Source: an optimization exercise on an open RTL-to-GDS flow (aim: small area and few clock cycles). Production flows keep margins and buffers that such runs may drop.
Only simulation tests tie the RTL to the original design; equivalence was not proved.

==> flow/design.v (excerpt) <==
module scale_pitch_quantizer_core
(
   input  logic                 clock,
   input  logic                 reset,
   input  logic                 req_push,
   output logic                 req_full,
   input  logic [NOTE_W-1:0]    req_key,
   output logic                 rsp_empty,
   input  logic                 rsp_pop,
   output logic [NOTE_W-1:0]    rsp_scale_note,
   input  logic                 csr_we,
   input  logic [CSR_IDX_W-1:0] csr_index,
   input  logic [CSR_W-1:0]     csr_wdata
);
Size: about 59 I/O pins, about 7500 um2 of cells after synthesis.
==> flow/config.mk <==
export PLATFORM = sky130hd
export DESIGN_NAME = scale_pitch_quantizer_core
export DESIGN_NICKNAME = scale_pitch_quantizer_core
export VERILOG_FILES = /design/flow/design.v
export SDC_FILE = /design/flow/constraint.sdc
export NUM_CORES = 4
export LEC_CHECK = 0
export ABC_AREA = 1
export CAP_MARGIN = 0
export CORE_MARGIN = 2
export CORE_UTILIZATION = 40
export GPL_TIMING_DRIVEN = 0
export SLEW_MARGIN = 0
==> flow/constraint.sdc <==
create_clock -name core_clock -period 10.0 [get_ports {clock}]
set_input_delay 2.0000 -clock core_clock [delete_from_list [all_inputs] [get_ports {clock}]]
set_output_delay 2.0000 -clock core_clock [all_outputs]
set_load 0.01 [all_outputs]
standard.sh (not shown) runs the stock make flow with config.mk's settings and CLKGATE_MAP_FILE= SYNTH_SCRIPT=/design/flow/synth_recipe.tcl, a recipe that flattens the netlist after the stock synthesis.
==> flow/flow/run.sh <==
#!/bin/bash
# The standard layout, with the port buffers made of the smallest buffer cell
# (buf_1) instead of the cell buffer_ports picks by default. The make output
# is kept in standard_make.log; the tools' own logs stay under orfs/logs/.
set -euo pipefail
export BUFFER_PORTS_ARGS="-buffer_cell sky130_fd_sc_hd__buf_1"
bash standard.sh > standard_make.log 2>&1
Testbench counts at the start, summed over its fixed seeds: cycles 9,830.
Edit:
- CAP_MARGIN: 0 -> 20
- CTS_BUF_LIST: unset -> sky130_fd_sc_hd__clkbuf_8
- GPL_TIMING_DRIVEN: 0 -> unset
- SLEW_MARGIN: 0 -> 20
Outcome:
- non-clock buffer count goes down by 5
- final cell count drops by 0.47%
- final area goes down by 2.2%
- wire length grows by 3.1%
Edit:
==> flow/run.sh (new file) <==
#!/bin/bash
# synth_recipe.tcl (not shown) runs the flow's synth.tcl, then flattens the netlist and writes it again
# the make line also repeats each setting of config.mk as NAME=value (left out here)
make -C /OpenROAD-flow-scripts/flow DESIGN_CONFIG=/design/flow/config.mk WORK_HOME=/design/flow/orfs CLKGATE_MAP_FILE= SYNTH_SCRIPT=/design/flow/synth_recipe.tcl finish
- CTS_BUF_LIST: sky130_fd_sc_hd__clkbuf_8 -> unset
removed: flow/flow/run.sh
removed: flow/standard.sh
What happened: Wire length went up by 0.49%. Fmax came out lower by 1.6%. Global-route usage stays flat. Final area went up by 5.2%. Clock skew came out lower by 5.3 ps.

Another version of the RTL of scale_pitch_quantizer_core (not shown whole).
Size: ~86 flip-flops.
clock: 10.0 ns
lec_check: 0
abc_area: 1
cap_margin: 20
core_margin: 2
core_utilization: 55
cts_buf_list: sky130_fd_sc_hd__clkbuf_8
slew_margin: 20
==> flow/flow/run.sh <==
#!/bin/bash
# The standard layout, with the port buffers made of the smallest buffer cell
# (buf_1) instead of the cell buffer_ports picks by default. The make output
# is kept in standard_make.log; the tools' own logs stay under orfs/logs/.
set -euo pipefail
export BUFFER_PORTS_ARGS="-buffer_cell sky130_fd_sc_hd__buf_1"
bash standard.sh > standard_make.log 2>&1
Testbench counts at the start, summed over its fixed seeds: cycles 9,830.
Edit:
--- a/flow/config.mk
+++ b/flow/config.mk
@@ -8,6 +8,6 @@
 export ABC_AREA = 1
-export CAP_MARGIN = 20
+export CAP_MARGIN = 0
 export CORE_MARGIN = 2
-export CORE_UTILIZATION = 55
+export CORE_UTILIZATION = 40
 export CTS_BUF_LIST = sky130_fd_sc_hd__clkbuf_8
-export SLEW_MARGIN = 20
+export SLEW_MARGIN = 0
The changed run completed without violations.
Sequential share of layout area decreases by 0.19 points.
Wire length increases by 0.74%.
First-iteration DRC count decreases by 22%.
Register-to-register slack improved by 140 ps.
Hold slack improved by 4.3 ps.
Area after synthesis stays the same.
Clock-buffer cell count does not change.
Edit:
--- a/flow/config.mk
+++ b/flow/config.mk
@@ -8,6 +8,6 @@
 export ABC_AREA = 1
-export CAP_MARGIN = 0
+export CAP_MARGIN = 20
 export CORE_MARGIN = 2
-export CORE_UTILIZATION = 40
+export CORE_UTILIZATION = 30
 export CTS_BUF_LIST = sky130_fd_sc_hd__clkbuf_8
-export SLEW_MARGIN = 0
+export SLEW_MARGIN = 20
After rerunning:
- The changed run completed with no timing, DRC or antenna violations
- global-route usage goes down by 4.0 points
- flip-flop and latch count stays the same
- fmax goes down by 0.53%
- design area goes up by 1.7%
Edit:
--- a/flow/config.mk
+++ b/flow/config.mk
@@ -10,4 +10,3 @@
 export CORE_MARGIN = 2
-export CORE_UTILIZATION = 30
-export CTS_BUF_LIST = sky130_fd_sc_hd__clkbuf_8
+export CORE_UTILIZATION = 40
 export SLEW_MARGIN = 20
What happened: The changed run completed without violations. First-iteration DRC count is higher by 3.0%. Design area is lower by about 0.5%. Setup slack improves by 22 ps. Via count is lower by 1.3%. Clock-buffer cell count is lower by 1.
Edit:
--- a/flow/config.mk
+++ b/flow/config.mk
@@ -11,2 +11,3 @@
 export CORE_UTILIZATION = 40
+export CTS_BUF_LIST = sky130_fd_sc_hd__clkbuf_8
 export SLEW_MARGIN = 20
=>
- cell area is lower by 1.1%
- critical path depth does not change
- maximum frequency is about the same
- worst setup slack improved by 28 ps

## v27
scale_pitch_quantizer_core, a different RTL version from the one above (not shown whole).
Size: about 940 cells after synthesis, roughly 80 flip-flops, roughly 7300 um^2 of cells after synthesis.
export LEC_CHECK = 0
export ABC_AREA = 1
export CAP_MARGIN = 20
export CORE_MARGIN = 2
export CORE_UTILIZATION = 40
export CTS_BUF_LIST = sky130_fd_sc_hd__clkbuf_4 sky130_fd_sc_hd__clkbuf_8
export SLEW_MARGIN = 20
create_clock -name core_clock -period 10.0 [get_ports {clock}]
Scripts as last shown in full above: flow/flow/run.sh
Testbench counts of v27, summed over its fixed seeds: cycles 9,830.
--- input diff v27..v25 ---
Settings: changing CTS_BUF_LIST from sky130_fd_sc_hd__clkbuf_4 sky130_fd_sc_hd__clkbuf_8 to sky130_fd_sc_hd__clkbuf_8; setting PLACE_DENSITY to 0.75 for the first time.
--- outcome ---
- Detailed-routed wire length on met2 for v25 is higher than for v27.
- Compared with v27, v25 shows arrival time of the worst setup path higher by 60 ps.
- v25 reports a lower total length of routed wires than v27 does.
- As of v25, routed metal-1 wire length had fallen by a few percent compared to v27.
[inputs] v20 vs v25
Settings: PLACE_DENSITY: 0.75 -> unset.
--- outcome ---
Compared to v25, v20 has aggregate global-route resource usage 0.24 points higher.
Compared with v25, v20 shows routed wire length that has gone up slightly.
The flow did not stop early for v20: all stages ran, and the layout cleared the timing, design-rule and antenna checks.
~same design area in v20 and v25
Period utilization, v20 and v25: higher on v25
Re routed length on met2: v20 is 3.2% down on v25.

==> afterwards: timing with drivers on the ports <==
In the flow no input, the clock included, has a driving cell. The finished layouts below were timed again as built, in two steps.
Step 1 sets driving cells, clkbuf_16 on the clock port and buf_2 on the other inputs (assumed; they add their load-dependent delay and slew).
Step 2 also shifts input and output timing later by t, the mid clock arrival at the registers, as if the neighbouring blocks saw the same clock.
Three values: no drivers, after step 1, after step 2; two values: the first two.
| run | t, ns | slack for setup (ns) | hold WS [ns] |
|---|---|---|---|
| the first run of note 1 | 0.384 | 0.520 / 0.520 / 0.520 | 0.493 / 0.493 / 0.493 |
| the second run of note 1 | 0.403 | 0.585 / 0.585 / 0.585 | 0.494 / 0.494 / 0.494 |
| the third run of note 1 | 0.383 | 0.433 / 0.433 / 0.433 | 0.495 / 0.495 / 0.495 |
| the first run of note 2 | 0.403 | 0.431 / 0.431 / 0.431 | 0.488 / 0.488 / 0.488 |
| the second run of note 2 | 0.427 | 0.567 / 0.567 / 0.567 | 0.492 / 0.492 / 0.492 |
| the third run of note 2 | 0.422 | 0.517 / 0.517 / 0.517 | 0.485 / 0.485 / 0.485 |
| the fourth run of note 2 | 0.397 | 0.538 / 0.538 / 0.538 | 0.484 / 0.484 / 0.484 |
| the fifth run of note 2 | 0.425 | 0.566 / 0.566 / 0.566 | 0.492 / 0.492 / 0.492 |
| v27 | 0.397 | 0.570 / 0.570 / 0.570 | 0.467 / 0.467 / 0.467 |
| v25 | 0.391 | 0.506 / 0.506 / 0.506 | 0.462 / 0.462 / 0.462 |
| v20 | 0.397 | 0.570 / 0.570 / 0.570 | 0.467 / 0.467 / 0.467 |
After both steps every run listed still meets setup and hold.
